This design comes from an exercise in tuning for small area, a short achievable clock period and few clock cycles per item on the open sky130 flow, not from production work. Where RTL was checked, it was by simulation tests only, not by an equivalence proof against the original. For runs 2 to 4, only the layout was checked, not whether the RTL still works. Power is estimated from default activity; no workload was simulated.

==> design.v <==
`timescale 1ns / 1ps
package ucs_pkg;
  localparam int MAX_LEN_DEF = 4096;
  localparam int CH_W     = 8;
  localparam int OFS_W    = 13;
  localparam int PORT_W   = 16;
  localparam int NUM_COMP = 7;
  localparam logic [CH_W-1:0] CH_HASH  = 8'h23;
  localparam logic [CH_W-1:0] CH_QUEST = 8'h3F;
  localparam logic [CH_W-1:0] CH_SLASH = 8'h2F;
  localparam logic [CH_W-1:0] CH_COLON = 8'h3A;
  localparam logic [CH_W-1:0] CH_PLUS  = 8'h2B;
  localparam logic [CH_W-1:0] CH_MINUS = 8'h2D;
  localparam logic [CH_W-1:0] CH_DOT   = 8'h2E;
  localparam logic [CH_W-1:0] CH_ZERO  = 8'h30;
  localparam logic [CH_W-1:0] CH_NINE  = 8'h39;
  typedef struct packed {
    logic [NUM_COMP-1:0] mask;
    logic [OFS_W-1:0]    s;
    logic [OFS_W-1:0]    q;
    logic [OFS_W-1:0]    h;
    logic [OFS_W-1:0]    n;
    logic                has_host;
    logic                abs_flag;
    logic                frag_only_flag;
    logic                overflow;
  } ucs_snap_t;
  function automatic logic is_alpha(input logic [CH_W-1:0] c);
    is_alpha = ((c >= 8'h61 && c <= 8'h7A) || (c >= 8'h41 && c <= 8'h5A));
  endfunction
  function automatic logic is_digit(input logic [CH_W-1:0] c);
    is_digit = ((c >= CH_ZERO) && (c <= CH_NINE));
  endfunction
  function automatic logic is_scheme_char(input logic [CH_W-1:0] c);
    is_scheme_char = (is_alpha(c) || is_digit(c) || c == CH_PLUS || c == CH_MINUS || c == CH_DOT);
  endfunction
  function automatic logic [16:0] times10_plus(input logic [13:0] a, input logic [3:0] d);
    logic [16:0] x, y, z, sv, cv, g, p, gn, pn;
    x  = {a, 3'b000};
    y  = {2'b00, a, 1'b0};
    z  = {13'd0, d};
    sv = x ^ y ^ z;
    cv = {((x & y) | (x & z) | (y & z)), 1'b0};
    g  = sv & cv;
    p  = sv ^ cv;
    for (int dd = 1; dd < 17; dd = dd * 2) begin
      gn = g;
      pn = p;
      for (int i = dd; i < 17; i++) begin
        gn[i] = g[i] | (p[i] & g[i - dd]);
        pn[i] = p[i] & p[i - dd];
      end
      g = gn;
      p = pn;
    end
    times10_plus = (sv ^ cv) ^ {g[15:0], 1'b0};
  endfunction
endpackage
`timescale 1ns / 1ps
module ucs_parser (
  input  logic                     clk,
  input  logic                     rst,
  input  logic                     step,    
  input  logic                     clear,   
  input  logic [ucs_pkg::CH_W-1:0] ch,
  output ucs_pkg::ucs_snap_t       snap,
  output logic [ucs_pkg::OFS_W-1:0]  l_out,
  output logic [ucs_pkg::OFS_W-1:0]  e_out,
  output logic [ucs_pkg::PORT_W-1:0] port_out,
  output logic                     port_ok,
  output logic                     in_auth,
  output logic                     in_auth_next,  
  input  logic [ucs_pkg::CH_W-1:0] ch_next,
  output logic                     auth_write_next
);
  localparam int W = ucs_pkg::OFS_W;
  typedef enum logic [2:0] {
    M_START, M_SCHEME, M_AT_P, M_SLASH1, M_AUTH, M_PATH, M_QUERY, M_FRAG
  } mode_t;
  mode_t         mode, mode_n;
  logic [W-1:0]  pos;
  logic [W-1:0]  s_pos, l_pos, e_pos, q_pos, h_pos, p1;
  logic          absolute, frag_only, has_host, colon_seen;
  logic          has_path, has_query, has_frag, overflow;
  logic [16:0]   acc;       
  logic [3:0]    dig;       
  logic          fold;
  logic [2:0]    cnt;       
  logic          bad;
  logic is_hash, is_quest, is_slash, is_colon, is_al, is_dg, is_sc;
  assign is_hash  = (ch == ucs_pkg::CH_HASH);
  assign is_quest = (ch == ucs_pkg::CH_QUEST);
  assign is_slash = (ch == ucs_pkg::CH_SLASH);
  assign is_colon = (ch == ucs_pkg::CH_COLON);
  assign is_al    = ucs_pkg::is_alpha(ch);
  assign is_dg    = ucs_pkg::is_digit(ch);
  assign is_sc    = ucs_pkg::is_scheme_char(ch);
  assign p1 = pos + W'(1);
  logic live;   
  assign live = step && !pos[W-1];
  logic set_c, set_l, set_e, set_q, set_h, set_path, set_host, set_fonly;
  logic port_acc, port_bad;
  always_comb begin
    mode_n    = mode;
    set_c     = 1'b0;
    set_l     = 1'b0;
    set_e     = 1'b0;
    set_q     = 1'b0;
    set_h     = 1'b0;
    set_path  = 1'b0;
    set_host  = 1'b0;
    set_fonly = 1'b0;
    port_acc  = 1'b0;
    port_bad  = 1'b0;
    unique case (mode)
      M_START, M_AT_P: begin
        if (is_hash) begin
          set_h     = 1'b1;
          set_fonly = (mode == M_START);
          mode_n    = M_FRAG;
        end else if (is_quest) begin
          set_q  = 1'b1;
          mode_n = M_QUERY;
        end else if (mode == M_START && is_al) begin
          mode_n = M_SCHEME;
        end else if (is_slash) begin
          mode_n = M_SLASH1;
        end else begin
          set_path = 1'b1;
          mode_n   = M_PATH;
        end
      end
      M_SCHEME: begin
        if (is_colon) begin
          set_c  = 1'b1;
          mode_n = M_AT_P;
        end else if (!is_sc) begin
          set_path = 1'b1;
          mode_n   = M_PATH;
          if (is_quest) begin
            set_q  = 1'b1;
            mode_n = M_QUERY;
          end else if (is_hash) begin
            set_h  = 1'b1;
            mode_n = M_FRAG;
          end
        end
      end
      M_SLASH1: begin
        if (is_slash) begin
          set_host = 1'b1;
          mode_n   = M_AUTH;
        end else begin
          set_path = 1'b1;
          mode_n   = M_PATH;
          if (is_quest) begin
            set_q  = 1'b1;
            mode_n = M_QUERY;
          end else if (is_hash) begin
            set_h  = 1'b1;
            mode_n = M_FRAG;
          end
        end
      end
      M_AUTH: begin
        if (is_slash) begin
          set_e    = 1'b1;
          set_path = 1'b1;
          mode_n   = M_PATH;
        end else if (is_quest) begin
          set_e  = 1'b1;
          set_q  = 1'b1;
          mode_n = M_QUERY;
        end else if (is_hash) begin
          set_e  = 1'b1;
          set_h  = 1'b1;
          mode_n = M_FRAG;
        end else if (is_colon) begin
          set_l = 1'b1;
        end else if (colon_seen) begin
          if (!is_dg || cnt >= 3'd5) port_bad = 1'b1;
          else                       port_acc = 1'b1;
        end
      end
      M_PATH: begin
        if (is_quest) begin
          set_q  = 1'b1;
          mode_n = M_QUERY;
        end else if (is_hash) begin
          set_h  = 1'b1;
          mode_n = M_FRAG;
        end
      end
      M_QUERY: begin
        if (is_hash) begin
          set_h  = 1'b1;
          mode_n = M_FRAG;
        end
      end
      default: ;
    endcase
  end
  always_ff @(posedge clk) begin
    if (rst || clear) begin
      mode       <= M_START;
      pos        <= '0;
      absolute   <= 1'b0;
      frag_only  <= 1'b0;
      has_host   <= 1'b0;
      colon_seen <= 1'b0;
      has_path   <= 1'b0;
      has_query  <= 1'b0;
      has_frag   <= 1'b0;
      overflow   <= 1'b0;
    end else if (step) begin
      if (pos[W-1]) begin
        overflow <= 1'b1;
      end else begin
        pos  <= p1;
        mode <= mode_n;
        if (set_c)     absolute   <= 1'b1;
        if (set_fonly) frag_only  <= 1'b1;
        if (set_host)  has_host   <= 1'b1;
        if (set_l)     colon_seen <= 1'b1;
        if (set_path)  has_path   <= 1'b1;
        if (set_q)     has_query  <= 1'b1;
        if (set_h)     has_frag   <= 1'b1;
      end
    end
  end
  always_ff @(posedge clk) begin
    if (live && (set_c || set_host)) s_pos <= p1;
    if (live && set_l) l_pos <= p1;
    if ((live && set_e) || (clear && mode == M_AUTH)) e_pos <= pos;
    if (live && set_q) q_pos <= p1;
    if (live && set_h) h_pos <= p1;
    if (live && set_l) begin
      acc  <= '0;
      cnt  <= '0;
      bad  <= 1'b0;
    end else begin
      if (fold) acc <= ucs_pkg::times10_plus(acc[13:0], dig);
      if (live && port_bad) begin
        bad <= 1'b1;
      end else if (live && port_acc) begin
        dig <= ch[3:0];
        cnt <= cnt + 3'd1;
      end
    end
  end
  always_ff @(posedge clk) begin
    if (rst) fold <= 1'b0;
    else     fold <= live && port_acc && !set_l;
  end
  always_comb begin
    snap.mask = {1'b1, has_frag, has_query,
                 has_path || mode == M_SCHEME || mode == M_SLASH1,
                 colon_seen, has_host, absolute};
    snap.s          = (absolute || has_host) ? s_pos : '0;
    snap.q          = q_pos;
    snap.h          = h_pos;
    snap.n          = pos;
    snap.has_host   = has_host;
    snap.abs_flag       = absolute;
    snap.frag_only_flag = frag_only;
    snap.overflow       = overflow;
  end
  assign l_out    = l_pos;
  assign e_out    = e_pos;
  assign port_out = acc[15:0];
  assign port_ok  = !bad && cnt != 3'd0 && !acc[16];
  assign in_auth  = (mode == M_AUTH);
  assign in_auth_next = !(rst || clear) && (live ? (mode_n == M_AUTH) : in_auth);
  assign auth_write_next = (ch_next == ucs_pkg::CH_SLASH) || (ch_next == ucs_pkg::CH_QUEST) ||
                           (ch_next == ucs_pkg::CH_HASH)  || (ch_next == ucs_pkg::CH_COLON) ||
                           (colon_seen || (live && set_l));
endmodule
`timescale 1ns / 1ps
module ucs_emit (
  input  logic                        clk,
  input  logic                        rst,
  input  logic                        load,
  input  ucs_pkg::ucs_snap_t          snap_in,
  input  logic [ucs_pkg::OFS_W-1:0]   l_in,
  input  logic [ucs_pkg::OFS_W-1:0]   e_in,
  input  logic [ucs_pkg::PORT_W-1:0]  port_in,
  input  logic                        port_valid,
  output logic                        free,
  output logic                        le_busy,
  output logic                        le_busy_next,   
  output logic                        rec_valid,
  input  logic                        rec_ready,
  output logic [2:0]                  rec_component,
  output logic [ucs_pkg::OFS_W-1:0]   rec_start_offset,
  output logic [ucs_pkg::OFS_W-1:0]   rec_length,
  output logic [ucs_pkg::PORT_W-1:0]  rec_port_value,
  output logic                        rec_abs_flag,
  output logic                        rec_frag_only_flag,
  output logic                        rec_overflow,
  output logic                        rec_last
);
  localparam int W = ucs_pkg::OFS_W;
  ucs_pkg::ucs_snap_t           snap;
  logic [ucs_pkg::NUM_COMP-1:0] pending;    
  logic [ucs_pkg::NUM_COMP-1:0] sel;        
  logic [ucs_pkg::NUM_COMP-1:0] after_sel, sel_after, sel_load;
  logic                         busy;       
  logic [2:0]                   sel_comp;
  logic                         out_valid;
  logic                         advance;
  logic                         port_ok;    
  function automatic logic [ucs_pkg::NUM_COMP-1:0] lowest(input logic [ucs_pkg::NUM_COMP-1:0] m);
    lowest = m & (~m + ucs_pkg::NUM_COMP'(1));
  endfunction
  assign sel       = lowest(pending);
  assign after_sel = pending & ~sel;
  assign sel_after = lowest(after_sel);
  assign sel_load  = lowest(snap_in.mask);
  always_comb begin
    sel_comp = 3'd6;
    for (int i = ucs_pkg::NUM_COMP - 1; i >= 0; i--) begin
      if (sel[i]) sel_comp = 3'(i);
    end
  end
  assign advance = busy && (!out_valid || rec_ready);
  assign free    = !busy || (sel[6] && advance);
  typedef struct packed {
    logic b_s, b_l, b_e, b_q, b_h;
    logic s_s, s_l, s_e, s_q, s_h, s_n;
    logic two, ci;
  } pick_t;
  function automatic pick_t pick_of(input logic [ucs_pkg::NUM_COMP-1:0] r,
                                    input logic [ucs_pkg::NUM_COMP-1:0] p,
                                    input logic hh);
    pick_t x;
    x.b_s = r[1] | (r[3] & !hh);
    x.b_l = r[2];
    x.b_e = r[3] & hh;
    x.b_q = r[4];
    x.b_h = r[5];
    x.s_s = r[0];
    x.s_l = r[1] & p[2];
    x.s_e = (r[1] & !p[2]) | r[2];
    x.s_q = r[3] & p[4];
    x.s_h = (r[3] & !p[4] & p[5]) | (r[4] & p[5]);
    x.s_n = (r[3] & !p[4] & !p[5]) | (r[4] & !p[5]) | r[5] | r[6];
    x.two = r[0] & hh;
    x.ci  = x.s_e | x.s_n;
    pick_of = x;
  endfunction
  pick_t pick;
  logic [W-1:0] base, stop, len;
  assign base = ({W{pick.b_s}} & snap.s) | ({W{pick.b_l}} & l_in) | ({W{pick.b_e}} & e_in) |
                ({W{pick.b_q}} & snap.q) | ({W{pick.b_h}} & snap.h);
  assign stop = ({W{pick.s_s}} & snap.s) | ({W{pick.s_l}} & l_in) | ({W{pick.s_e}} & e_in) |
                ({W{pick.s_q}} & snap.q) | ({W{pick.s_h}} & snap.h) | ({W{pick.s_n}} & snap.n);
  logic [W:0] len_x;
  assign len_x = {stop, 1'b1} + {~(base | {{(W-2){1'b0}}, pick.two, 1'b0}), pick.ci};
  assign len   = len_x[W:1];
  always_ff @(posedge clk) begin
    if (rst) begin
      pending   <= '0;
      busy      <= 1'b0;
      pick      <= '0;
      out_valid <= 1'b0;
    end else begin
      if (load) begin
        pending <= snap_in.mask;
        busy    <= 1'b1;
        pick    <= pick_of(sel_load, snap_in.mask, snap_in.has_host);
      end else if (advance) begin
        pending <= after_sel;
        busy    <= !sel[6];
        pick    <= pick_of(sel_after, after_sel, snap.has_host);
      end
      if (advance)        out_valid <= 1'b1;
      else if (rec_ready) out_valid <= 1'b0;
    end
  end
  always_ff @(posedge clk) begin
    if (load) snap <= snap_in;
    if (advance) begin
      rec_component      <= sel_comp;
      rec_start_offset   <= base;
      rec_length         <= len;
      rec_abs_flag       <= snap.abs_flag;
      rec_frag_only_flag <= snap.frag_only_flag;
      rec_overflow       <= snap.overflow;
      rec_last           <= sel[6];
    end
  end
  logic port_ok_next, out_valid_next, hh_next;
  logic [ucs_pkg::NUM_COMP-1:0] pending_next;
  assign port_ok_next   = (advance & sel[2] & port_valid) | (!advance & port_ok);
  assign out_valid_next = !rst && (advance || (out_valid && !rec_ready));
  assign pending_next   = rst ? '0 : load ? snap_in.mask : advance ? after_sel : pending;
  assign hh_next        = load ? snap_in.has_host : snap.has_host;
  assign le_busy_next   = pending_next[1] || pending_next[2] || (pending_next[3] && hh_next) ||
                          (out_valid_next && port_ok_next);
  always_ff @(posedge clk) port_ok <= port_ok_next;
  assign le_busy = pending[1] || pending[2] || (pending[3] && snap.has_host) ||
                   (out_valid && port_ok);
  assign rec_port_value = port_ok ? port_in : '0;
  assign rec_valid      = out_valid;
endmodule
`timescale 1ns / 1ps
module uri_component_splitter_top #(
  parameter int MAX_LEN = ucs_pkg::MAX_LEN_DEF
) (
  input  logic              clk,
  input  logic              rst,
  input  logic              uri_valid,
  output logic              uri_ready,
  input  logic [ucs_pkg::CH_W-1:0]   uri_ch,
  input  logic              uri_end_of_uri,
  output logic              rec_valid,
  input  logic              rec_ready,
  output logic [2:0]        rec_component,
  output logic [ucs_pkg::OFS_W-1:0]  rec_start_offset,
  output logic [ucs_pkg::OFS_W-1:0]  rec_length,
  output logic [ucs_pkg::PORT_W-1:0] rec_port_value,
  output logic              rec_abs_flag,
  output logic              rec_frag_only_flag,
  output logic              rec_overflow,
  output logic              rec_last
);
  ucs_pkg::ucs_snap_t snap;
  logic [ucs_pkg::OFS_W-1:0]  l_pos, e_pos;
  logic [ucs_pkg::PORT_W-1:0] port_value;
  logic      port_ok;
  logic      in_auth, le_busy, in_auth_next, le_busy_next;
  logic      ready;      
  logic      free;
  logic      waiting;    
  logic      consume, ended, load;
  logic                      in_v, in_eou;
  logic [ucs_pkg::CH_W-1:0]  in_ch;
  logic in_v_next, waiting_next, in_eou_next, auth_write_next;
  logic [ucs_pkg::CH_W-1:0] in_ch_next;
  assign consume   = in_v && ready;
  assign uri_ready = ready;
  assign ended     = consume && in_eou;
  assign load      = free && (ended || waiting);
  assign in_v_next    = !rst && (ready ? uri_valid : in_v);
  assign waiting_next = !rst && (ended || waiting) && !free;
  always_ff @(posedge clk) begin
    in_v    <= in_v_next;
    waiting <= waiting_next;
    ready   <= !in_v_next ||
               (!waiting_next && !(in_auth_next && le_busy_next && !in_eou_next && auth_write_next));
  end
  assign in_ch_next  = ready ? uri_ch : in_ch;
  assign in_eou_next = ready ? uri_end_of_uri : in_eou;
  always_ff @(posedge clk) begin
    in_ch  <= in_ch_next;
    in_eou <= in_eou_next;
  end
  ucs_parser u_parser (
    .clk      (clk),
    .rst      (rst),
    .step     (consume && !in_eou),
    .clear    (load),
    .ch       (in_ch),
    .snap     (snap),
    .l_out    (l_pos),
    .e_out    (e_pos),
    .port_out (port_value),
    .port_ok  (port_ok),
    .in_auth  (in_auth),
    .in_auth_next (in_auth_next),
    .ch_next         (in_ch_next),
    .auth_write_next (auth_write_next)
  );
  ucs_emit u_emit (
    .clk        (clk),
    .rst        (rst),
    .load       (load),
    .snap_in    (snap),
    .l_in       (l_pos),
    .e_in       (e_pos),
    .port_in    (port_value),
    .port_valid (port_ok),
    .free       (free),
    .le_busy    (le_busy),
    .le_busy_next (le_busy_next),
    .rec_valid          (rec_valid),
    .rec_ready          (rec_ready),
    .rec_component      (rec_component),
    .rec_start_offset   (rec_start_offset),
    .rec_length         (rec_length),
    .rec_port_value     (rec_port_value),
    .rec_abs_flag       (rec_abs_flag),
    .rec_frag_only_flag (rec_frag_only_flag),
    .rec_overflow       (rec_overflow),
    .rec_last           (rec_last)
  );
endmodule
==> flow/run.sh <==
#!/bin/bash
# The standard layout, with the port buffers made from buf_2 cells instead of
# the delay buffers buffer_ports picks by default.
set -e
export BUFFER_PORTS_ARGS="-buffer_cell sky130_fd_sc_hd__buf_2"
bash standard.sh > standard.log 2>&1
==> standard.sh <==
#!/bin/bash
# synth_recipe.tcl (not shown) runs the flow's synth.tcl, then flattens the netlist and writes it again
# the make line also repeats each setting of config.mk as NAME=value (left out here)
make -C /OpenROAD-flow-scripts/flow DESIGN_CONFIG=/design/flow/config.mk WORK_HOME=/design/flow/orfs CLKGATE_MAP_FILE= SYNTH_SCRIPT=/design/flow/synth_recipe.tcl "${@:-finish}"
==> config.mk <==
export PLATFORM = sky130hd
export DESIGN_NAME = uri_component_splitter_top
export DESIGN_NICKNAME = uri_component_splitter_top
export VERILOG_FILES = /design/flow/design.v
export SDC_FILE = /design/flow/constraint.sdc
export NUM_CORES = 4
export LEC_CHECK = 0
export CAP_MARGIN = 20
export CORE_MARGIN = 2
export CORE_UTILIZATION = 40
export CTS_CLUSTER_DIAMETER = 100
export CTS_CLUSTER_SIZE = 28
export SETUP_SLACK_MARGIN = 2.5
export SLEW_MARGIN = 20
==> constraint.sdc <==
create_clock -name core_clock -period 5.0 [get_ports {clk}]
set_input_delay 1.0000 -clock core_clock [delete_from_list [all_inputs] [get_ports {clk}]]
set_output_delay 1.0000 -clock core_clock [all_outputs]
set_load 0.01 [all_outputs]
==> key figures, run 1 <==
Global route
  • Grt ovf: 0
  • Initial antenna violation count: 0
  • Gr usage total: between 10% and 20%
  • Pin count of the biggest net entering global routing: 64
  • First-pass GRT wire length: approximately 40,000 um
  • Vias in the first global route: 7,326

Finish
  • Layout area overhead: 16.0%
  • Final Net Count: between 1,000 and 1,500
  • # diodes: 0
  • Share of cells above drive strength 1: 20.5%
  • Finished Cell Area: 12,900 um2
  • Fillers: 2,577

Worst hold path
  • HP Start: u_parser.h_pos[10]$_DFFE_PP_
  • Tightest Hold Check Type: reg2reg

Drt
  • Initial DRC count: 609
  • DR WL/cell: between 15 and 20 um
  • Vias per cell: 5.40
  • Pre-antenna DRT Iters: 6
  • Vias: just under 8,000
  • Routed WL: around 26,000 um
  • Antenna-violating nets left: 0
  • Residual DRC: 0

STA
  • Final hold violation count: 0
  • RSZ-0062 raised after global routing: yes
  • Final worst slack: between 2 and 2.5 ns
  • Fmax: 0.372 GHz
  • Setup Skew: roughly 0.025 ns
  • Final setup fails: 0
  • Max-Slew Margin vs Limit: between 20% and 30%
  • Final Cycle Share: roughly 54%
  • Worst-margin pin slew: 1.10 ns
  • Slew Limit Fails: 0
  • Fin crit period: 2.69 ns
  • Setup_tns: 0 ns

Yosys
  • Yosys reg bits: approximately 240
  • Sequential fraction of the synthesis area: between 50% and 60%
  • Syn Area/Cell: 11.1 um2
  • Mapped Area: between 10,000 and 15,000 um2
  • Synth Net Count: 1,064
  • EDFF count, synth: approximately 160
  • Largest area contributor in the synthesized netlist: edfxtp_1
  • Prevailing post-synth register cell: edfxtp_1
  • Cell with the most instances after synthesis: edfxtp_1
  • Syn Inst Count: between 1,000 and 1,500
  • Cell variety after synth: slightly above 70
  • Yosys top cell area share: between 40% and 50%
  • Ys async rst share: 0%
  • YS warnings: 3
  • Commonest cells post-synth: edfxtp_1 (158), nand2_1 (97), nor2_1 (85), dfxtp_1 (80), a21oi_1 (54)
  • Largest cells by area after synthesis: edfxtp_1 (43%), dfxtp_1 (14%), ha_1 (5.3%)

CTS
  • CTS Buf Count: 12
  • Post-CTS Hold Buffers: 0
  • Max H-tree Level: 1
  • Clock Sinks: 238
  • CTS clk-pin slew, worst paths: 0.11 ns
  • CTS root buf: clkbuf_16
  • Skew-Pair Late Insertion Delay: roughly 0.49 ns
  • CTS tree: yes
  • Worst-case clock buffer depth: 3

Placement
  • Pre-CTS WS: 1.76 ns
  • GP Congestion: 0.783
  • Placed Area: roughly 12,000 um2
  • DP Wirelength: roughly 17,000 um
  • Port Buffers: 63

Pwr
  • Clock share of power: ~30%
  • Cell Int Power: approximately 2.8 mW
  • Sw frac: around a quarter
  • Power Density: about 290 nW/um2
  • Worst ir drop on vdd: between 0.15 and 0.2 mV
  • Static power due to leakage: between 4 and 5 nW
  • Psw: around 0.9 mW
  • Combinational share of power: between 10% and 20%
  • Sequential share of power: 59.0%

Critical path
  • Critical-path cell list: fa_1 > fa_2 > a211oi_2 > o21a_1 > o31ai_2 > o41a_1 > xor2_1 > mux2i_1 > nor2_1
  • Endpoint type of the worst setup path: flop
  • Critical Path Fanout Max: 2
  • Top delay family on crit path: compound AO/OA/AOI/OAI gates
  • Crit-path max cell delay: 0.49 ns
  • Crit path from: u_parser.dig[3]$_DFFE_PP_
  • Setup crit start kind: flop
  • Buf/Inv on CP: 0
  • WS Path Type: reg2reg
  • RR Startpoint: u_parser.dig[3]$_DFFE_PP_
  • Slowest cell on crit path: fa_1
  • Worst Path Required: between 5 and 6 ns
  • Arr. time, crit path: 3.07 ns

Job
  • MaxCap Viol Count: 0

Floorplanning
  • Die ar.: about 29,000 um2
  • Core area: ~28,000 um2
  • Chip width: 171 um
  • I/O pins: 64
  • Initial core utilization: between 40 and 50%
  • Die height: about 170 um
  • Row count: 61

Run status
  • Status: timing/DRC/antenna clean
power groups by stage:
stage / registers (mW) / clock network [mW] / logic, mW
floorplan: 2.22 / 0 / 0.251
global route: 2.19 / 1.20 / 0.442
finish: 2.19 / 1.11 / 0.406
CTS: 2.18 / 1.14 / 0.368
global placement: 2.24 / 0 / 0.314
detailed placement: 2.24 / 0 / 0.320
repair_timing:
action                                  in CTS  in global routing
endpoints found under the setup margin     200                114
cloned                                       0                  0
gates resized for setup                     46                 52
pin swaps                                   19                 28
setup buffers                               32                 12
sequential cells by signal, summed over array words and instances, names as in the netlist, 6 cells and up:
| register | count |
|---|---|
| u_emit.snap | 56 |
| u_parser.q_pos | 13 |
| u_parser.acc | 17 |
| u_emit.rec_start_offset | 13 |
| u_parser.s_pos | 13 |
| u_emit.rec_length | 13 |
| u_emit.pick | 13 |
| u_parser.pos | 13 |
| in_ch | 8 |
| u_parser.l_pos | 13 |
| u_parser.h_pos | 13 |
| u_parser.e_pos | 13 |
| u_emit.pending | 6 |
logic make-up (layout without fill, tap and decap cells):
family | after synthesis | count (layout) | share of synthesized area (%)
AO/OA/AOI/OAI | 206 | 206 | 12.3
XOR/XNOR | 48 | 48 | 3.77
adder cells (fa/ha/maj) | 53 | 53 | 6.08
buffers and inverters | 83 | 164 | 2.98
flip-flops | 238 | 238 | 56.9
multiplexers | 24 | 24 | 2.24
AND/OR/NAND/NOR | 349 | 349 | 15.7
worst paths after layout:
check | endpoint | slack, ns | cells past startpoint
worst min register to register | u_emit.snap[27]$_DFFE_PP_ | 0.42 | 0
worst min-delay path | u_emit.snap[27]$_DFFE_PP_ | 0.42 | 0
worst max-delay path | u_parser.acc[14]$_SDFFE_PP0P_ | 2.31 | 9
worst max register to register | u_parser.acc[14]$_SDFFE_PP0P_ | 2.31 | 9
worst reg2reg max path: stages, from the launching register on:
cell	delay, ns
edfxtp_1	0.42
fa_1	0.49
fa_2	0.37
a211oi_2	0.23
o21a_1	0.19
o31ai_2	0.10
o41a_1	0.43
xor2_1	0.16
mux2i_1	0.14
nor2_1	0.05
cells in the final DEF, fill, tap and decap left out, types with 5 or more instances in the layout:
master / Yosys / final
nand2_1: 97 / 96
xnor2_1: 21 / 20
dfxtp_2: 0 / 10
and3_1: 5 / 5
nor2b_1: 14 / 14
mux2_2: 8 / 8
edfxtp_1: 158 / 158
or3_1: 11 / 11
buf_4: 0 / 35
o21ai_0: 24 / 22
and2_1: 21 / 21
o211ai_1: 5 / 5
xor2_1: 27 / 27
mux2i_1: 16 / 16
nor2_1: 85 / 83
a21o_1: 7 / 7
o31ai_1: 7 / 5
nor3_1: 20 / 19
nand3_1: 36 / 32
dfxtp_4: 0 / 11
buf_6: 2 / 13
a22oi_1: 52 / 51
a31oi_1: 10 / 6
inv_1: 29 / 26
a21oi_1: 54 / 48
buf_2: 4 / 63
clkbuf_1: 45 / 6
nand4_1: 8 / 8
and4_1: 10 / 9
clkbuf_16: 0 / 13
dfxtp_1: 80 / 59
ha_1: 47 / 42
a211oi_1: 14 / 8
cell type report:
| type | instances | area (um2) | share of cell area, % |
|---|---|---|---|
| inverters | 29 | 109 | 0.841 |
| multi-input cells | 680 | 4800 | 37.1 |
| clock buffers | 19 | 348 | 2.69 |
| clock inverters | 1 | 16.3 | 0.126 |
| flip-flops and latches | 238 | 6400 | 49.5 |
| repair buffers | 115 | 795 | 6.14 |
| well taps | 378 | 473 | 3.66 |
stage by stage:
| step | std cells | hold slack [ns] | utilization [%] | power, mW |
|---|---|---|---|---|
| floorplan | 1001 | 0.400 | - | 2.47 |
| global placement | 1396 | 0.402 | 42.9 | 2.55 |
| detailed placement | 1396 | 0.405 | 42.9 | 2.56 |
| CTS | 1448 | 0.424 | 45.7 | 3.69 |
| global route | 1460 | 0.439 | 46.8 | 3.84 |
| finish | 1460 | 0.421 | 46.8 | 3.70 |
routing by layer:
layer / part of all wire, % / GRT usage, % / up-vias
met1: 47 / 24.1 / 3804
met4: 1.4 / 4.24 / 0
li1: - / - / 3834
met3: 4.8 / 1.92 / 27
met2: 47 / 29.0 / 217
met5: 0 / 0 / -
Testbench counts, summed over its fixed seeds: cycles 95,248, items 94,275.
==> inputs of run 2 (changes only) <==
--- a/design.v
+++ b/design.v
@@ -57,2 +57,20 @@
   endfunction
+  function automatic logic [OFS_W-1:0] add_ofs(input logic [OFS_W-1:0] a,
+                                               input logic [OFS_W-1:0] b,
+                                               input logic             cin);
+    logic [OFS_W:0] g, p, gn, pn;
+    g = {a & b, cin};
+    p = {a ^ b, 1'b0};
+    for (int dd = 1; dd <= OFS_W; dd = dd * 2) begin
+      gn = g;
+      pn = p;
+      for (int i = dd; i <= OFS_W; i++) begin
+        gn[i] = g[i] | (p[i] & g[i - dd]);
+        pn[i] = p[i] & p[i - dd];
+      end
+      g = gn;
+      p = pn;
+    end
+    add_ofs = (a ^ b) ^ g[OFS_W-1:0];
+  endfunction
 endpackage
@@ -356,5 +374,3 @@
                 ({W{pick.s_q}} & snap.q) | ({W{pick.s_h}} & snap.h) | ({W{pick.s_n}} & snap.n);
-  logic [W:0] len_x;
-  assign len_x = {stop, 1'b1} + {~(base | {{(W-2){1'b0}}, pick.two, 1'b0}), pick.ci};
-  assign len   = len_x[W:1];
+  assign len = ucs_pkg::add_ofs(stop, ~(base | {{(W-2){1'b0}}, pick.two, 1'b0}), pick.ci);
   always_ff @(posedge clk) begin
==> run.sh (new file) <==
#!/bin/bash
# synth_recipe.tcl (not shown) runs the flow's synth.tcl, then flattens the netlist and writes it again
# the make line also repeats each setting of config.mk as NAME=value (left out here)
make -C /OpenROAD-flow-scripts/flow DESIGN_CONFIG=/design/flow/config.mk WORK_HOME=/design/flow/orfs CLKGATE_MAP_FILE= SYNTH_SCRIPT=/design/flow/synth_recipe.tcl finish
--- a/config.mk
+++ b/config.mk
@@ -12,3 +12,3 @@
 export CTS_CLUSTER_SIZE = 28
-export SETUP_SLACK_MARGIN = 2.5
+export SETUP_SLACK_MARGIN = 2.3
 export SLEW_MARGIN = 20
removed: flow/run.sh
removed: standard.sh
==> run 2 against run 1 <==
  * Register-to-register slack got worse by 0.02 ns
  * Clock skew fell by 0.0076 ns
  * Die area fell by 0.53%
  * Total power fell by 3.3%
  * Still clean on timing, DRC and antenna
  * Critical path depth did not move
  * Clock power barely moved
==> key figures, run 2 <==
STA
  • RSZ-0062 raised after global routing: yes (unchanged)
  • Fmax: 0.369 GHz (was 0.372 GHz)
  • Worst hold slack: 0.423 ns (was 0.421 ns)
  • Setup Skew: 0.0175 ns (was 0.0251 ns)
  • Worst-margin pin slew: 1.03 ns (was 1.10 ns)
  • Slew Limit Fails: 0 (unchanged)
  • Final setup fails: 0 (unchanged)
  • Fin crit period: 2.71 ns (was 2.69 ns)
  • Final worst slack: 2.29 ns (was 2.31 ns)
  • Max-Slew Margin vs Limit: 31.0% (was 26.9%)
  • Final Cycle Share: 54.3% (was 53.8%)
  • Final hold violation count: 0 (unchanged)
  • Setup_tns: 0 ns (unchanged)

Finish
  • Final cell count without fillers: 1,424 (was 1,460)
  • Fillers: 2,463 (was 2,577)
  • Area occupied by multi-input gates: 4640 um2 (was 4800 um2)
  • Share of cells above drive strength 1: 11.0% (was 20.5%)
  • # diodes: 0 (unchanged)
  • Layout area overhead: 16.1% (was 16.0%)
  • Max FFs per register: 56 (unchanged)
  • Largest registers: u_emit.snap x56, u_parser.acc x17 (unchanged)
  • Commonest non-fill, non-tap cell in the layout: edfxtp_1 (unchanged)
  • Commonest cells after routing, fill and taps aside: edfxtp_1 (158), nand2_1 (88), nor2_1 (82) (was edfxtp_1 (158), nand2_1 (96), nor2_1 (83))
  • Final Net Count: 1,109 (was 1,139)
  • Reg area: 6390 um2 (was 6400 um2)
  • Largest reg by FF count: u_emit.snap (unchanged)

Drt
  • DR WL/cell: 18.2 um (was 17.6 um)
  • Initial DRC count: 682 (was 609)
  • Pre-antenna DRT Iters: 5 (was 6)
  • Routed WL: 25,900 um (was 25,800 um)
  • Residual DRC: 0 (unchanged)
  • Antenna-violating nets left: 0 (unchanged)
  • Vias: 7,791 (was 7,882)
  • Vias per cell: 5.47 (was 5.40)

Global route
  • Initial antenna violation count: 0 (unchanged)
  • Gr usage total: 17.9% (was 17.3%)
  • Grt ovf: 0 (unchanged)
  • First-pass GRT wire length: 41,100 um (was 40,200 um)
  • Pin count of the biggest net entering global routing: 45 (was 64)
  • Vias in the first global route: 7,231 (was 7,326)

Yosys
  • Yosys reg bits: 238 (unchanged)
  • Post-Synth Adder-Cell Area: 6.02% (was 6.08%)
  • Yosys top cell area share: 42.8% (was 42.5%)
  • Ys async rst share: 0% (unchanged)
  • Cell with the most instances after synthesis: edfxtp_1 (unchanged)
  • Simple-gate share of the synthesized area: 15.0% (was 15.7%)
  • Largest cells by area after synthesis: edfxtp_1 (43%), dfxtp_1 (14%), ha_1 (5.3%) (unchanged)
  • Syn Inst Count: 991 (was 1,001)
  • EDFF count, synth: 158 (unchanged)
  • Syn Area/Cell: 11.2 um2 (was 11.1 um2)
  • Cell variety after synth: 67 (was 71)
  • Synth Net Count: 1,054 (was 1,064)
  • Main combinational cell family by area after synthesis: simple AND/OR/NAND/NOR gates (unchanged)
  • Sequential fraction of the synthesis area: 57.2% (was 56.9%)
  • Commonest cells post-synth: edfxtp_1 (158), nand2_1 (89), nor2_1 (86), dfxtp_1 (80), a21oi_1 (55) (was edfxtp_1 (158), nand2_1 (97), nor2_1 (85), dfxtp_1 (80), a21oi_1 (54))
  • Mapped Area: 11,100 um2 (was 11,200 um2)
  • Complex-gate fraction of the synthesized area: 12.7% (was 12.3%)
  • YS warnings: 3 (unchanged)
  • Largest area contributor in the synthesized netlist: edfxtp_1 (unchanged)
  • Prevailing post-synth register cell: edfxtp_1 (unchanged)
  • Post-synthesis xor/xnor area fraction: 3.71% (was 3.77%)
  • Mux contribution to synthesized area: 2.24% (about the same)

Worst hold path
  • Hold Crit Endpoint: u_emit.snap[25]$_DFFE_PP_ (was u_emit.snap[27]$_DFFE_PP_)
  • Tightest Hold Check Type: reg2reg (unchanged)
  • Min-Delay Path Depth: 0 (unchanged)
  • HP Start: u_parser.h_pos[8]$_DFFE_PP_ (was u_parser.h_pos[10]$_DFFE_PP_)

CTS
  • Worst-case clock buffer depth: 3 (unchanged)
  • CTS clk-pin slew, worst paths: 0.10 ns (was 0.11 ns)
  • Clock Sinks: 238 (unchanged)
  • Skew-Pair Late Insertion Delay: 0.49 ns (about the same)
  • CTS root buf: clkbuf_16 (unchanged)
  • CTS tree: yes (unchanged)
  • Max H-tree Level: 1 (unchanged)
  • CTS Buf Count: 12 (unchanged)

Critical path
  • RR Endpoint: u_parser.acc[16]$_SDFFE_PP0P_ (was u_parser.acc[14]$_SDFFE_PP0P_)
  • Arr. time, crit path: 3.08 ns (was 3.07 ns)
  • Critical Path Stages: 9 (unchanged)
  • Buf/Inv on CP: 0 (unchanged)
  • Worst R2R Path Depth: 9 (unchanged)
  • RR Startpoint: u_parser.dig[3]$_DFFE_PP_ (unchanged)
  • R2R setup slack: 2.29 ns (was 2.31 ns)
  • Setup crit start kind: flop (unchanged)
  • Slowest cell on crit path: fa_1 (unchanged)
  • Crit-path max cell delay: 0.50 ns (was 0.49 ns)
  • Worst Path Required: 5.36 ns (was 5.38 ns)
  • Endpoint type of the worst setup path: flop (unchanged)
  • Critical Path Fanout Max: 3 (was 2)
  • WS Path Type: reg2reg (unchanged)
  • Critical-path cell list: fa_1 > fa_2 > a211oi_4 > o21a_1 > o31ai_2 > o41a_1 > nand3_2 > and4b_1 > nor4_2 (was fa_1 > fa_2 > a211oi_2 > o21a_1 > o31ai_2 > o41a_1 > xor2_1 > mux2i_1 > nor2_1)
  • Top delay family on crit path: adder cells (was compound AO/OA/AOI/OAI gates)

Placement
  • Port Buffers: 63 (unchanged)
  • Pre-CTS WS: 1.41 ns (was 1.76 ns)
  • GP Congestion: 0.804 (was 0.783)
  • Placed insts: 1,383 (was 1,396)
  • DP Wirelength: 17,000 um (was 16,700 um)

Pwr
  • Combinational share of power: 8.7% (was 11.0%)
  • Clock share of power: 30.7% (was 30.0%)
  • Cell Int Power: 2.77 mW (was 2.82 mW)
  • Worst ir drop on vdd: 0.155 mV (was 0.185 mV)
  • Sequential share of power: 60.6% (was 59.0%)
  • Sw frac: 22.7% (was 23.7%)
  • Static power due to leakage: 4.56 nW (was 4.79 nW)
  • Power Density: 278 nW/um2 (was 286 nW/um2)
  • Psw: 0.815 mW (was 0.876 mW)

Floorplanning
  • Die ar.: 29,100 um2 (was 29,200 um2)
  • Row count: 60 (was 61)
  • Die height: 171 um (about the same)
  • Initial core utilization: 41.0% (was 40.4%)
  • Core area: 27,100 um2 (was 27,600 um2)
  • I/O pins: 64 (unchanged)
  • Chip width: 171 um (about the same)

Job
  • MaxCap Viol Count: 0 (unchanged)

Run status
  • Status: timing/DRC/antenna clean (unchanged)
-- run 2: changes by cell type after synthesis, moves of 4 or more --
cell / change
a211oi_1: -5
a31oi_1: +4
buf_2: +4
clkbuf_1: -5
inv_1: +5
nand2_1: -8
nor4b_1: -4
o21ai_0: +10
-- run 2: area by class of cell --
type	instances	share of cell area, %
Tap cell	372	3.61
Clock inverter	2	0.136
Inverter	34	1.07
Timing Repair Buffer	91	6.90
Clock buffer	18	2.67
Multi-Input combinational cell	669	36.0
Sequential cell	238	49.6
-- run 2: cells by family after synthesis --
kind of cell               Yosys count
and+or+nand+nor                    331
DFF                                238
AOI/OAI and AO/OA                  214
buffers and inverters               85
adders and majority gates           52
xor gates and xnor gates            47
muxes                               24
-- run 2: stage by stage --
stage | total power, mW | util (%) | area [um2]
global route | 3.72 | 47.5 | 12900
global placement | 2.49 | 44.6 | 12100
floorplan | 2.40 | - | 11200
detailed placement | 2.50 | 44.6 | 12100
finish | 3.58 | 47.5 | 12900
CTS | 3.59 | 46.6 | 12600
-- run 2: worst reg2reg max path, cell delays in order, from the launching register on --
cell,delay (ns)
edfxtp_1,0.43
fa_1,0.50
fa_2,0.40
a211oi_4,0.25
o21a_1,0.19
o31ai_2,0.10
o41a_1,0.37
nand3_2,0.11
and4b_1,0.20
nor4_2,0.05
-- run 2: per-layer routing --
layer,wire (um),part of all wire (%),up-vias,GRT usage (%)
met5,0,0,-,0
met4,441,1.7,0,3.60
met3,1480,5.7,33,2.08
met2,11700,45,231,27.9
met1,12300,47,3773,26.8
li1,-,-,3754,-
-- run 2: how the worst max path moves through the flow --
| stage | from | endpoint | slack [ns] |
|---|---|---|---|
| 2_1_floorplan | rec_ready | u_parser.e_pos[0]$_DFFE_PP_ | 2.31 |
| 3_3_place_gp | rec_ready | u_emit.pick[11]$_SDFFE_PP0P_ | 1.43 |
| 3_5_place_dp | rec_ready | u_emit.pick[11]$_SDFFE_PP0P_ | 1.41 |
| 4_1_cts | u_parser.dig[3]$_DFFE_PP_ | u_parser.acc[16]$_SDFFE_PP0P_ | 2.20 |
| 5_1_grt | u_parser.dig[3]$_DFFE_PP_ | u_parser.acc[15]$_SDFFE_PP0P_ | 2.16 |
| 6_report | u_parser.dig[3]$_DFFE_PP_ | u_parser.acc[16]$_SDFFE_PP0P_ | 2.29 |
-- run 2: what timing repair did --
item | in CTS | in global routing
setup buffers | 10 | 10
cloned | 1 | 0
hold buffers | 0 | 0
pin swaps | 9 | 15
setup endpoints to repair | 156 | 116
resized for setup | 33 | 34
-- run 2: power by group through the flow --
stage                     sequential, mW  clock, mW  combinational [mW]
after floorplan                     2.20          0               0.199
after global placement              2.22          0               0.273
after detailed placement            2.22          0               0.277
after CTS                           2.17       1.14               0.287
after global routing                2.17       1.20               0.346
final                               2.17       1.10               0.312
==> inputs of run 3 (changes only) <==
--- a/design.v
+++ b/design.v
@@ -57,20 +57,2 @@
   endfunction
-  function automatic logic [OFS_W-1:0] add_ofs(input logic [OFS_W-1:0] a,
-                                               input logic [OFS_W-1:0] b,
-                                               input logic             cin);
-    logic [OFS_W:0] g, p, gn, pn;
-    g = {a & b, cin};
-    p = {a ^ b, 1'b0};
-    for (int dd = 1; dd <= OFS_W; dd = dd * 2) begin
-      gn = g;
-      pn = p;
-      for (int i = dd; i <= OFS_W; i++) begin
-        gn[i] = g[i] | (p[i] & g[i - dd]);
-        pn[i] = p[i] & p[i - dd];
-      end
-      g = gn;
-      p = pn;
-    end
-    add_ofs = (a ^ b) ^ g[OFS_W-1:0];
-  endfunction
 endpackage
@@ -103,4 +85,2 @@
   logic [16:0]   acc;       
-  logic [3:0]    dig;       
-  logic          fold;
   logic [2:0]    cnt;       
@@ -258,16 +238,9 @@
       bad  <= 1'b0;
-    end else begin
-      if (fold) acc <= ucs_pkg::times10_plus(acc[13:0], dig);
-      if (live && port_bad) begin
-        bad <= 1'b1;
-      end else if (live && port_acc) begin
-        dig <= ch[3:0];
-        cnt <= cnt + 3'd1;
-      end
+    end else if (live && port_bad) begin
+      bad <= 1'b1;
+    end else if (live && port_acc) begin
+      acc <= ucs_pkg::times10_plus(acc[13:0], ch[3:0]);
+      cnt <= cnt + 3'd1;
     end
   end
-  always_ff @(posedge clk) begin
-    if (rst) fold <= 1'b0;
-    else     fold <= live && port_acc && !set_l;
-  end
   always_comb begin
@@ -374,3 +347,5 @@
                 ({W{pick.s_q}} & snap.q) | ({W{pick.s_h}} & snap.h) | ({W{pick.s_n}} & snap.n);
-  assign len = ucs_pkg::add_ofs(stop, ~(base | {{(W-2){1'b0}}, pick.two, 1'b0}), pick.ci);
+  logic [W:0] len_x;
+  assign len_x = {stop, 1'b1} + {~(base | {{(W-2){1'b0}}, pick.two, 1'b0}), pick.ci};
+  assign len   = len_x[W:1];
   always_ff @(posedge clk) begin
==> run 3 against run 2 <==
  * Combinational power grew 19%
  * Clock skew grew 0.0060 ns
  * Wire length shrank 3.9%
  * Critical path depth grew 1
  * Sequential power shrank 2%
  * Clock power grew 5%
  * Non-clock buffer count grew 4
  * Synthesized cell count grew 1.8%
  * Fmax shrank 8.6%
  * Cell count shrank 0.70%
  * Clock-buffer cell count shrank 2
  * Total power grew 2.1%
==> key figures, run 3 <==
Run status
  • Status: timing/DRC/antenna clean (unchanged)

Global route
  • Initial antenna violation count: 0 (unchanged)
  • Gr usage total: 16.8% (was 17.9%)
  • First-pass GRT wire length: 38,800 um (was 41,100 um)
  • Vias in the first global route: 7,301 (was 7,231)
  • Grt ovf: 0 (unchanged)
  • Pin count of the biggest net entering global routing: 38 (was 45)

Finish
  • Final cell count without fillers: 1,414 (was 1,424)
  • Commonest non-fill, non-tap cell in the layout: edfxtp_1 (unchanged)
  • Largest registers: u_emit.snap x56, u_parser.acc x17 (unchanged)
  • Final Net Count: 1,130 (was 1,109)
  • Share of cells above drive strength 1: 12.4% (was 11.0%)
  • Layout area overhead: 16.6% (was 16.1%)
  • Max FFs per register: 56 (unchanged)
  • Fillers: 2,430 (was 2,463)
  • # diodes: 0 (unchanged)
  • Largest reg by FF count: u_emit.snap (unchanged)
  • Commonest cells after routing, fill and taps aside: edfxtp_1 (154), nand2_1 (128), nor2_1 (77) (was edfxtp_1 (158), nand2_1 (88), nor2_1 (82))

Critical path
  • RR Startpoint: u_emit.snap[44]$_SDFFCE_PP0P_ (was u_parser.dig[3]$_DFFE_PP_)
  • Buf/Inv on CP: 0 (unchanged)
  • WS Path Type: reg2reg (unchanged)
  • Endpoint type of the worst setup path: flop (unchanged)
  • Arr. time, crit path: 3.31 ns (was 3.08 ns)
  • Critical Path Fanout Max: 3 (unchanged)
  • Crit path from: u_emit.snap[44]$_SDFFCE_PP0P_ (was u_parser.dig[3]$_DFFE_PP_)
  • Setup crit start kind: flop (unchanged)
  • Crit-path max cell delay: 0.42 ns (was 0.50 ns)
  • Worst Path Required: 5.35 ns (was 5.36 ns)
  • Critical-path cell list: a222oi_1 > nand2_1 > nor2_1 > ha_1 > a21o_1 > a2111oi_4 > o31ai_2 > o211a_1 > or4_1 > nand4_1 (was fa_1 > fa_2 > a211oi_4 > o21a_1 > o31ai_2 > o41a_1 > nand3_2 > and4b_1 > nor4_2)
  • Slowest cell on crit path: edfxtp_1 (was fa_1)
  • Top delay family on crit path: compound AO/OA/AOI/OAI gates (was adder cells)

Yosys
  • Mapped Area: 11,000 um2 (was 11,100 um2)
  • Largest area contributor in the synthesized netlist: edfxtp_1 (unchanged)
  • Largest cells by area after synthesis: edfxtp_1 (42%), dfxtp_1 (14%), ha_1 (5.3%) (was edfxtp_1 (43%), dfxtp_1 (14%), ha_1 (5.3%))
  • Commonest cells post-synth: edfxtp_1 (154), nand2_1 (130), dfxtp_1 (79), nor2_1 (77), a21oi_1 (61) (was edfxtp_1 (158), nand2_1 (89), nor2_1 (86), dfxtp_1 (80), a21oi_1 (55))
  • EDFF count, synth: 154 (was 158)
  • Prevailing post-synth register cell: edfxtp_1 (unchanged)
  • Syn Area/Cell: 10.9 um2 (was 11.2 um2)
  • Synth Net Count: 1,072 (was 1,054)
  • Syn Inst Count: 1,009 (was 991)
  • Sequential fraction of the synthesis area: 56.4% (was 57.2%)
  • YS warnings: 3 (unchanged)
  • Ys async rst share: 0% (unchanged)
  • Yosys top cell area share: 42.1% (was 42.8%)
  • Cell variety after synth: 67 (unchanged)
  • Yosys reg bits: 233 (was 238)
  • Cell with the most instances after synthesis: edfxtp_1 (unchanged)

Placement
  • GP Congestion: 0.854 (was 0.804)
  • Port Buffers: 63 (unchanged)
  • DP Wirelength: 16,800 um (was 17,000 um)
  • Placed insts: 1,373 (was 1,383)
  • Pre-CTS WS: 1.48 ns (was 1.41 ns)

Pwr
  • Power Density: 285 nW/um2 (was 278 nW/um2)
  • Worst ir drop on vdd: 0.197 mV (was 0.155 mV)
  • Static power due to leakage: 4.58 nW (was 4.56 nW)

Floorplanning
  • Chip width: 170 um (was 171 um)
  • Initial core utilization: 40.8% (was 41.0%)
  • Core area: 27,000 um2 (was 27,100 um2)
  • Row count: 60 (unchanged)
  • Die ar.: 28,800 um2 (was 29,100 um2)
  • I/O pins: 64 (unchanged)
  • Die height: 170 um (was 171 um)

STA
  • Max-Slew Margin vs Limit: 31.5% (was 31.0%)
  • RSZ-0062 raised after global routing: yes (unchanged)
  • Worst hold slack: 0.407 ns (was 0.423 ns)
  • Final Cycle Share: 59.3% (was 54.3%)
  • Setup Skew: 0.0235 ns (was 0.0175 ns)
  • Worst-margin pin slew: 1.03 ns (about the same)
  • Final hold violation count: 0 (unchanged)
  • Fin crit period: 2.97 ns (was 2.71 ns)
  • Slew Limit Fails: 0 (unchanged)
  • Setup_tns: 0 ns (unchanged)
  • Final worst slack: 2.03 ns (was 2.29 ns)
  • Fmax: 0.337 GHz (was 0.369 GHz)
  • Final setup fails: 0 (unchanged)

CTS
  • Clock Sinks: 233 (was 238)
  • CTS tree: yes (unchanged)
  • CTS root buf: clkbuf_16 (unchanged)
  • CTS clk-pin slew, worst paths: 0.10 ns (about the same)
  • CTS Buf Count: 13 (was 12)
  • Skew-Pair Late Insertion Delay: 0.48 ns (was 0.49 ns)
  • Max H-tree Level: 1 (unchanged)
  • Worst-case clock buffer depth: 3 (unchanged)

Drt
  • Pre-antenna DRT Iters: 5 (unchanged)
  • Residual DRC: 0 (unchanged)
  • Vias: 7,803 (was 7,791)
  • Routed WL: 24,900 um (was 25,900 um)
  • DR WL/cell: 17.6 um (was 18.2 um)
  • Initial DRC count: 494 (was 682)
  • Antenna-violating nets left: 0 (unchanged)
  • Vias per cell: 5.52 (was 5.47)

Worst hold path
  • Tightest Hold Check Type: reg2reg (unchanged)
  • HP Start: u_parser.h_pos[9]$_DFFE_PP_ (was u_parser.h_pos[8]$_DFFE_PP_)

Job
  • MaxCap Viol Count: 0 (unchanged)
-- run 3: cell count changes after synthesis, moves of 4 or more --
cell | previous run | this run
o21ai_0 | 34 | 21
clkbuf_1 | 40 | 36
nand3_1 | 36 | 30
nand2_1 | 89 | 130
a21oi_1 | 55 | 61
nor2_1 | 86 | 77
inv_1 | 34 | 29
o21a_1 | 3 | 7
mux2i_1 | 17 | 3
o22ai_1 | 1 | 5
edfxtp_1 | 158 | 154
buf_2 | 8 | 12
-- run 3: path summary, 6_finish.rpt --
check	end	slack, ns	cells after the start
worst max-delay path	u_emit.rec_length[12]$_DFFE_PP_	2.03	10
worst min-delay path	u_emit.snap[26]$_DFFE_PP_	0.41	0
worst max register to register	u_emit.rec_length[12]$_DFFE_PP_	2.03	10
worst min register to register	u_emit.snap[26]$_DFFE_PP_	0.41	0
-- run 3: kinds of logic (layout without fill, tap and decap cells) --
family                   after synthesis  count (layout)  synth area share, %
XOR/XNOR                              47              47                 3.74
buffers and inverters                 82             146                 3.08
multiplexers                          12              12                 1.19
flip-flops                           233             233                 56.4
adder cells (fa/ha/maj)               51              51                 5.99
AND/OR/NAND/NOR                      368             368                 16.4
AO/OA/AOI/OAI                        216             216                 13.1
-- run 3: stage by stage --
stage	power, mW	util (%)	cell area (um2)
2_1_floorplan	2.40	-	11000
3_3_place_gp	2.50	44.4	12000
3_5_place_dp	2.51	44.4	12000
4_1_cts	3.66	46.2	12500
5_1_grt	3.79	47.6	12800
6_report	3.65	47.6	12800
-- run 3: routing by layer --
layer	routed length, um	up-vias	GRT usage, %
met5	0	-	0
met4	318	0	3.01
met3	1430	21	1.96
met2	11500	237	27.8
met1	11600	3731	24.0
li1	-	3814	-
-- run 3: final cells by class --
cell class	count	area, um2	area share, %
clock inverter	5	57.6	0.449
clock buffer	16	337	2.63
tap	341	427	3.33
sequential	233	6260	48.8
timing repair buffer	95	916	7.14
multi-input combinational	694	4700	36.6
inverter	30	130	1.02
-- run 3: power by group --
part	leakage [nW]	total (mW)	switching, mW	internal [mW]
registers	2.08	2.13	0.0343	2.10
logic	2.32	0.371	0.200	0.171
clock network	0.189	1.15	0.645	0.508
-- run 3: worst register-to-register path: cells and delay by family, from the launching register on --
kind | cells | cell delay (ns)
AOI/OAI and AO/OA | 5 | 1.39
adders and majority gates | 1 | 0.26
DFF | 1 | 0.42
and+or+nand+nor | 4 | 0.77
-- run 3: timing repair --
item                       in CTS  in global routing
pin swaps                       3                 23
resized for setup              38                 53
buffers inserted                3                 17
setup endpoints to repair     185                114
hold buffers                    0                  0
==> inputs of run 4 (changes only) <==
--- a/design.v
+++ b/design.v
@@ -18,3 +18,2 @@
     logic [NUM_COMP-1:0] mask;
-    logic [OFS_W-1:0]    s;
     logic [OFS_W-1:0]    q;
@@ -66,2 +65,3 @@
   output ucs_pkg::ucs_snap_t       snap,
+  output logic [ucs_pkg::OFS_W-1:0]  s_out,
   output logic [ucs_pkg::OFS_W-1:0]  l_out,
@@ -73,3 +73,4 @@
   input  logic [ucs_pkg::CH_W-1:0] ch_next,
-  output logic                     auth_write_next
+  output logic                     auth_write_next,
+  output logic                     s_write_next
 );
@@ -249,3 +250,2 @@
                  colon_seen, has_host, absolute};
-    snap.s          = (absolute || has_host) ? s_pos : '0;
     snap.q          = q_pos;
@@ -258,2 +258,3 @@
   end
+  assign s_out    = s_pos;
   assign l_out    = l_pos;
@@ -264,2 +265,6 @@
   assign in_auth_next = !(rst || clear) && (live ? (mode_n == M_AUTH) : in_auth);
+  mode_t mode_next;
+  assign mode_next = (rst || clear) ? M_START : (live ? mode_n : mode);
+  assign s_write_next = ((mode_next == M_SCHEME) && (ch_next == ucs_pkg::CH_COLON)) ||
+                        ((mode_next == M_SLASH1) && (ch_next == ucs_pkg::CH_SLASH));
   assign auth_write_next = (ch_next == ucs_pkg::CH_SLASH) || (ch_next == ucs_pkg::CH_QUEST) ||
@@ -274,2 +279,3 @@
   input  ucs_pkg::ucs_snap_t          snap_in,
+  input  logic [ucs_pkg::OFS_W-1:0]   s_in,
   input  logic [ucs_pkg::OFS_W-1:0]   l_in,
@@ -281,2 +287,3 @@
   output logic                        le_busy_next,   
+  output logic                        s_busy_next,    
   output logic                        rec_valid,
@@ -324,5 +331,5 @@
                                     input logic [ucs_pkg::NUM_COMP-1:0] p,
-                                    input logic hh);
+                                    input logic hh, input logic ab);
     pick_t x;
-    x.b_s = r[1] | (r[3] & !hh);
+    x.b_s = r[1] | (r[3] & !hh & ab);
     x.b_l = r[2];
@@ -343,5 +350,5 @@
   logic [W-1:0] base, stop, len;
-  assign base = ({W{pick.b_s}} & snap.s) | ({W{pick.b_l}} & l_in) | ({W{pick.b_e}} & e_in) |
+  assign base = ({W{pick.b_s}} & s_in) | ({W{pick.b_l}} & l_in) | ({W{pick.b_e}} & e_in) |
                 ({W{pick.b_q}} & snap.q) | ({W{pick.b_h}} & snap.h);
-  assign stop = ({W{pick.s_s}} & snap.s) | ({W{pick.s_l}} & l_in) | ({W{pick.s_e}} & e_in) |
+  assign stop = ({W{pick.s_s}} & s_in) | ({W{pick.s_l}} & l_in) | ({W{pick.s_e}} & e_in) |
                 ({W{pick.s_q}} & snap.q) | ({W{pick.s_h}} & snap.h) | ({W{pick.s_n}} & snap.n);
@@ -360,3 +367,3 @@
         busy    <= 1'b1;
-        pick    <= pick_of(sel_load, snap_in.mask, snap_in.has_host);
+        pick    <= pick_of(sel_load, snap_in.mask, snap_in.has_host, snap_in.abs_flag);
       end else if (advance) begin
@@ -364,3 +371,3 @@
         busy    <= !sel[6];
-        pick    <= pick_of(sel_after, after_sel, snap.has_host);
+        pick    <= pick_of(sel_after, after_sel, snap.has_host, snap.abs_flag);
       end
@@ -379,3 +386,2 @@
       rec_overflow       <= snap.overflow;
-      rec_last           <= sel[6];
     end
@@ -388,2 +394,3 @@
   assign hh_next        = load ? snap_in.has_host : snap.has_host;
+  assign s_busy_next    = pending_next[0] || pending_next[1] || (pending_next[3] && !hh_next);
   assign le_busy_next   = pending_next[1] || pending_next[2] || (pending_next[3] && hh_next) ||
@@ -394,2 +401,3 @@
   assign rec_port_value = port_ok ? port_in : '0;
+  assign rec_last       = rec_component[2] && rec_component[1];    
   assign rec_valid      = out_valid;
@@ -418,3 +426,4 @@
   ucs_pkg::ucs_snap_t snap;
-  logic [ucs_pkg::OFS_W-1:0]  l_pos, e_pos;
+  logic [ucs_pkg::OFS_W-1:0]  s_pos, l_pos, e_pos;
+  logic      s_write_next, s_busy_next;
   logic [ucs_pkg::PORT_W-1:0] port_value;
@@ -440,3 +449,5 @@
     ready   <= !in_v_next ||
-               (!waiting_next && !(in_auth_next && le_busy_next && !in_eou_next && auth_write_next));
+               (!waiting_next && !(!in_eou_next &&
+                                   ((in_auth_next && le_busy_next && auth_write_next) ||
+                                    (s_write_next && s_busy_next))));
   end
@@ -462,3 +473,5 @@
     .ch_next         (in_ch_next),
-    .auth_write_next (auth_write_next)
+    .auth_write_next (auth_write_next),
+    .s_write_next    (s_write_next),
+    .s_out    (s_pos)
   );
@@ -469,2 +482,3 @@
     .snap_in    (snap),
+    .s_in       (s_pos),
     .l_in       (l_pos),
@@ -476,2 +490,3 @@
     .le_busy_next (le_busy_next),
+    .s_busy_next  (s_busy_next),
     .rec_valid          (rec_valid),
==> flow/run.sh (new file) <==
#!/bin/bash
# The standard layout, with the port buffers made from buf_2 cells instead of
# the delay buffers buffer_ports picks by default.
set -e
export BUFFER_PORTS_ARGS="-buffer_cell sky130_fd_sc_hd__buf_2"
bash standard.sh > standard.log 2>&1
==> standard.sh (new file) <==
#!/bin/bash
# synth_recipe.tcl (not shown) runs the flow's synth.tcl, then flattens the netlist and writes it again
# the make line also repeats each setting of config.mk as NAME=value (left out here)
make -C /OpenROAD-flow-scripts/flow DESIGN_CONFIG=/design/flow/config.mk WORK_HOME=/design/flow/orfs CLKGATE_MAP_FILE= SYNTH_SCRIPT=/design/flow/synth_recipe.tcl "${@:-finish}"
--- a/config.mk
+++ b/config.mk
@@ -12,3 +12,3 @@
 export CTS_CLUSTER_SIZE = 28
-export SETUP_SLACK_MARGIN = 2.3
+export SETUP_SLACK_MARGIN = 2.5
 export SLEW_MARGIN = 20
removed: run.sh
==> run 4 against run 3 <==
  * Die area decreased by 3.4%
  * Setup slack worse by 0.20 ns
  * Clock-buffer cell count increased by 1
  * Critical path depth rose by 1
  * Global-route usage grew 2.2 points
  * Synthesized cell count decreased by 0.79%
  * Sequential cell count decreased by 13
  * Clock skew decreased by 0.0069 ns
  * Clock power decreased by 3%
  * Via count grew 4.8%
==> key figures, run 4 <==
Run status
  • Status: timing/DRC/antenna clean (unchanged)

Finish
  • Largest registers: u_emit.snap x43, u_parser.acc x17 (was u_emit.snap x56, u_parser.acc x17)
  • Commonest non-fill, non-tap cell in the layout: edfxtp_1 (unchanged)
  • Finished Cell Area: 12,800 um2 (about the same)
  • Layout area overhead: 21.0% (was 16.6%)
  • Largest reg by FF count: u_emit.snap (unchanged)
  • Final Net Count: 1,181 (was 1,130)
  • Share of cells above drive strength 1: 24.6% (was 12.4%)
  • Util after Layout: 49.3% (was 47.6%)
  • Max FFs per register: 43 (was 56)
  • Area occupied by multi-input gates: 4760 um2 (was 4700 um2)
  • Commonest cells after routing, fill and taps aside: edfxtp_1 (140), nand2_1 (118), nor2_1 (76) (was edfxtp_1 (154), nand2_1 (128), nor2_1 (77))
  • Reg area: 5890 um2 (was 6260 um2)
  • Final cell count without fillers: 1,459 (was 1,414)
  • Fillers: 2,341 (was 2,430)
  • # diodes: 0 (unchanged)

CTS
  • CTS root buf: clkbuf_16 (unchanged)
  • Worst-case clock buffer depth: 3 (unchanged)
  • CTS tree: yes (unchanged)
  • Clock Sinks: 220 (was 233)
  • Post-CTS Hold Buffers: 0 (unchanged)
  • Max H-tree Level: 1 (unchanged)
  • CTS Buf Count: 12 (was 13)
  • Skew-Pair Late Insertion Delay: 0.48 ns (about the same)
  • CTS clk-pin slew, worst paths: 0.11 ns (was 0.10 ns)

Critical path
  • Critical-path cell list: buf_4 > a22oi_1 > nand3_1 > ha_1 > a21o_1 > a2111oi_4 > o31ai_2 > or4_4 > a31o_2 > a21oi_2 > xnor2_1 (was a222oi_1 > nand2_1 > nor2_1 > ha_1 > a21o_1 > a2111oi_4 > o31ai_2 > o211a_1 > or4_1 > nand4_1)
  • Arr. time, crit path: 3.40 ns (was 3.31 ns)
  • Worst Path Required: 5.24 ns (was 5.35 ns)
  • Critical Path Fanout Max: 3 (unchanged)
  • Buf/Inv on CP: 1 (was 0)
  • WS Path Type: reg2reg (unchanged)
  • Slowest cell on crit path: or4_4 (was edfxtp_1)
  • Endpoint type of the worst setup path: flop (unchanged)
  • Crit-path max cell delay: 0.43 ns (was 0.42 ns)
  • Setup crit start kind: flop (unchanged)
  • Top delay family on crit path: compound AO/OA/AOI/OAI gates (unchanged)

STA
  • Worst-margin pin slew: 0.973 ns (was 1.03 ns)
  • RSZ-0062 raised after global routing: yes (unchanged)
  • Max-Slew Margin vs Limit: 33.3% (was 31.5%)
  • Slew Limit Fails: 0 (unchanged)
  • Worst hold slack: 0.416 ns (was 0.407 ns)
  • Final hold violation count: 0 (unchanged)
  • Fin crit period: 3.16 ns (was 2.97 ns)
  • Fmax: 0.316 GHz (was 0.337 GHz)
  • Setup Skew: 0.0166 ns (was 0.0235 ns)
  • Final setup fails: 0 (unchanged)
  • Setup_tns: 0 ns (unchanged)
  • Final Cycle Share: 63.3% (was 59.3%)
  • Final worst slack: 1.84 ns (was 2.03 ns)

Global route
  • Vias in the first global route: 7,817 (was 7,301)
  • Initial antenna violation count: 0 (unchanged)
  • Pin count of the biggest net entering global routing: 34 (was 38)
  • Grt ovf: 0 (unchanged)
  • Gr usage total: 19.0% (was 16.8%)
  • First-pass GRT wire length: 42,600 um (was 38,800 um)

Floorplanning
  • Initial core utilization: 40.7% (was 40.8%)
  • Row count: 59 (was 60)
  • I/O pins: 64 (unchanged)
  • Core area: 26,100 um2 (was 27,000 um2)
  • Die ar.: 27,900 um2 (was 28,800 um2)
  • Die height: 167 um (was 170 um)
  • Chip width: 167 um (was 170 um)

Placement
  • GP Congestion: 0.823 (was 0.854)
  • DP Wirelength: 16,800 um (about the same)
  • Placed insts: 1,354 (was 1,373)
  • Pre-CTS WS: 1.60 ns (was 1.48 ns)
  • Placed Area: 11,300 um2 (was 12,000 um2)
  • Port Buffers: 63 (unchanged)

Yosys
  • EDFF count, synth: 140 (was 154)
  • Yosys reg bits: 220 (was 233)
  • Commonest cells post-synth: edfxtp_1 (140), nand2_1 (120), nor2_1 (83), dfxtp_1 (80), a21oi_1 (69) (was edfxtp_1 (154), nand2_1 (130), dfxtp_1 (79), nor2_1 (77), a21oi_1 (61))
  • Prevailing post-synth register cell: edfxtp_1 (unchanged)
  • YS warnings: 3 (unchanged)
  • Syn Inst Count: 1,001 (was 1,009)
  • Cell variety after synth: 74 (was 67)
  • Yosys top cell area share: 39.6% (was 42.1%)
  • Mapped Area: 10,600 um2 (was 11,000 um2)
  • Largest area contributor in the synthesized netlist: edfxtp_1 (unchanged)
  • Largest cells by area after synthesis: edfxtp_1 (40%), dfxtp_1 (15%), ha_1 (5.5%) (was edfxtp_1 (42%), dfxtp_1 (14%), ha_1 (5.3%))
  • Sequential fraction of the synthesis area: 54.7% (was 56.4%)
  • Synth Net Count: 1,064 (was 1,072)
  • Cell with the most instances after synthesis: edfxtp_1 (unchanged)
  • Syn Area/Cell: 10.6 um2 (was 10.9 um2)
  • Ys async rst share: 0% (unchanged)

Pwr
  • Worst ir drop on vdd: 0.211 mV (was 0.197 mV)
  • Power Density: 276 nW/um2 (was 285 nW/um2)
  • Static power due to leakage: 4.95 nW (was 4.58 nW)
  • Total power: 3.55 mW (was 3.65 mW)

Drt
  • Initial DRC count: 757 (was 494)
  • Vias: 8,176 (was 7,803)
  • Vias per cell: 5.60 (was 5.52)
  • Pre-antenna DRT Iters: 5 (unchanged)
  • Residual DRC: 0 (unchanged)
  • DR WL/cell: 18.6 um (was 17.6 um)
  • Routed WL: 27,100 um (was 24,900 um)
  • Antenna-violating nets left: 0 (unchanged)

Job
  • MaxCap Viol Count: 0 (unchanged)

Worst hold path
  • Tightest Hold Check Type: reg2reg (unchanged)
run 4: changes by cell type after synthesis, moves of 6 or more:
cell | previous run | this run
inv_1 | 29 | 42
buf_2 | 12 | 3
xor2_1 | 25 | 18
and4_1 | 10 | 2
nor2b_1 | 17 | 5
edfxtp_1 | 154 | 140
a21oi_1 | 61 | 69
clkbuf_1 | 36 | 42
nor2_1 | 77 | 83
nand2_1 | 130 | 120
xnor2_1 | 22 | 29
run 4: power breakdown:
group,leakage [nW],internal (mW),switching [mW],total (mW)
combinational,2.76,0.200,0.234,0.435
clock,0.189,0.511,0.603,1.11
sequential,2.01,1.97,0.0349,2.00
run 4: area by class of cell:
| cell class | count | share of cell area (%) |
|---|---|---|
| clock buffer | 17 | 2.73 |
| clock inverter | 3 | 0.322 |
| inverter | 43 | 1.49 |
| multi-input combinational | 686 | 37.0 |
| sequential | 220 | 45.9 |
| tap | 335 | 3.26 |
| timing repair buffer | 152 | 8.99 |
| timing repair inverter | 3 | 0.312 |
run 4: logic make-up (layout without fill, tap and decap cells):
family / Yosys count / after routing / share of synthesized area, %
and+or+nand+nor: 347 / 347 / 15.5
AOI/OAI and AO/OA: 228 / 228 / 14.6
DFF: 220 / 220 / 54.7
buffers and inverters: 95 / 218 / 3.77
adders and majority gates: 51 / 51 / 6.20
xor gates and xnor gates: 47 / 47 / 3.88
muxes: 13 / 13 / 1.34
run 4: worst register-to-register path, delay by kind of cell, from the launching register on:
family	cells	cell delay, ns
AOI/OAI and AO/OA	6	1.36
and+or+nand+nor	2	0.56
DFF	1	0.42
adders and majority gates	1	0.35
buffers and inverters	1	0.15
xor gates and xnor gates	1	0.07
run 4: timing repair:
action	4_1_cts	5_1_grt
resized for setup	65	59
pin swaps	30	36
setup endpoints to repair	161	65
setup buffers	56	24
cloned	4	1
run 4: final timing paths:
check,from,slack (ns),to,depth (start not counted)
max,u_parser.s_pos[1]$_DFFE_PP_,1.84,u_emit.rec_length[12]$_DFFE_PP_,11
min,u_parser.h_pos[5]$_DFFE_PP_,0.42,u_emit.snap[22]$_DFFE_PP_,0
max reg2reg,u_parser.s_pos[1]$_DFFE_PP_,1.84,u_emit.rec_length[12]$_DFFE_PP_,11
min reg2reg,u_parser.h_pos[5]$_DFFE_PP_,0.42,u_emit.snap[22]$_DFFE_PP_,0
run 4: metal layers:
metal	part of all wire, %	track usage [%]	vias up	wire length, um
li1	-	-	3893	-
met4	2.1	5.21	0	578
met3	5.9	2.64	48	1600
met5	0	0	-	0
met2	48	32.0	270	13100
met1	44	25.7	3965	11900

## re-timing with driven ports
In the flow no input, the clock included, has a driving cell. The finished layouts below were timed again as built, in two steps. Step 1, drivers: a clkbuf_16 drives clk and a buf_2 each remaining input, both assumed. Step 2 also shifts input and output timing later by t, the mid clock arrival at the registers, as if the neighbouring blocks saw the same clock. Three values: ideal ports, drivers, drivers and shift; two values: the first two.
run | t, ns | setup WS [ns] | worst hold slack (ns)
run 1 | 0.520 | 2.311 / 2.311 / 2.187 | 0.421 / 0.421 / 0.421
run 2 | 0.522 | 2.287 / 2.287 / 1.822 | 0.423 / 0.423 / 0.423
run 3 | 0.521 | 2.033 / 2.033 / 1.954 | 0.407 / 0.407 / 0.407
run 4 | 0.518 | 1.837 / 1.837 / 1.837 | 0.416 / 0.416 / 0.416
After both steps every run listed still meets setup and hold. For run 2, which loses most, drivers alone change the setup slack by 0.000 ns; drivers and shift together by -0.465 ns.
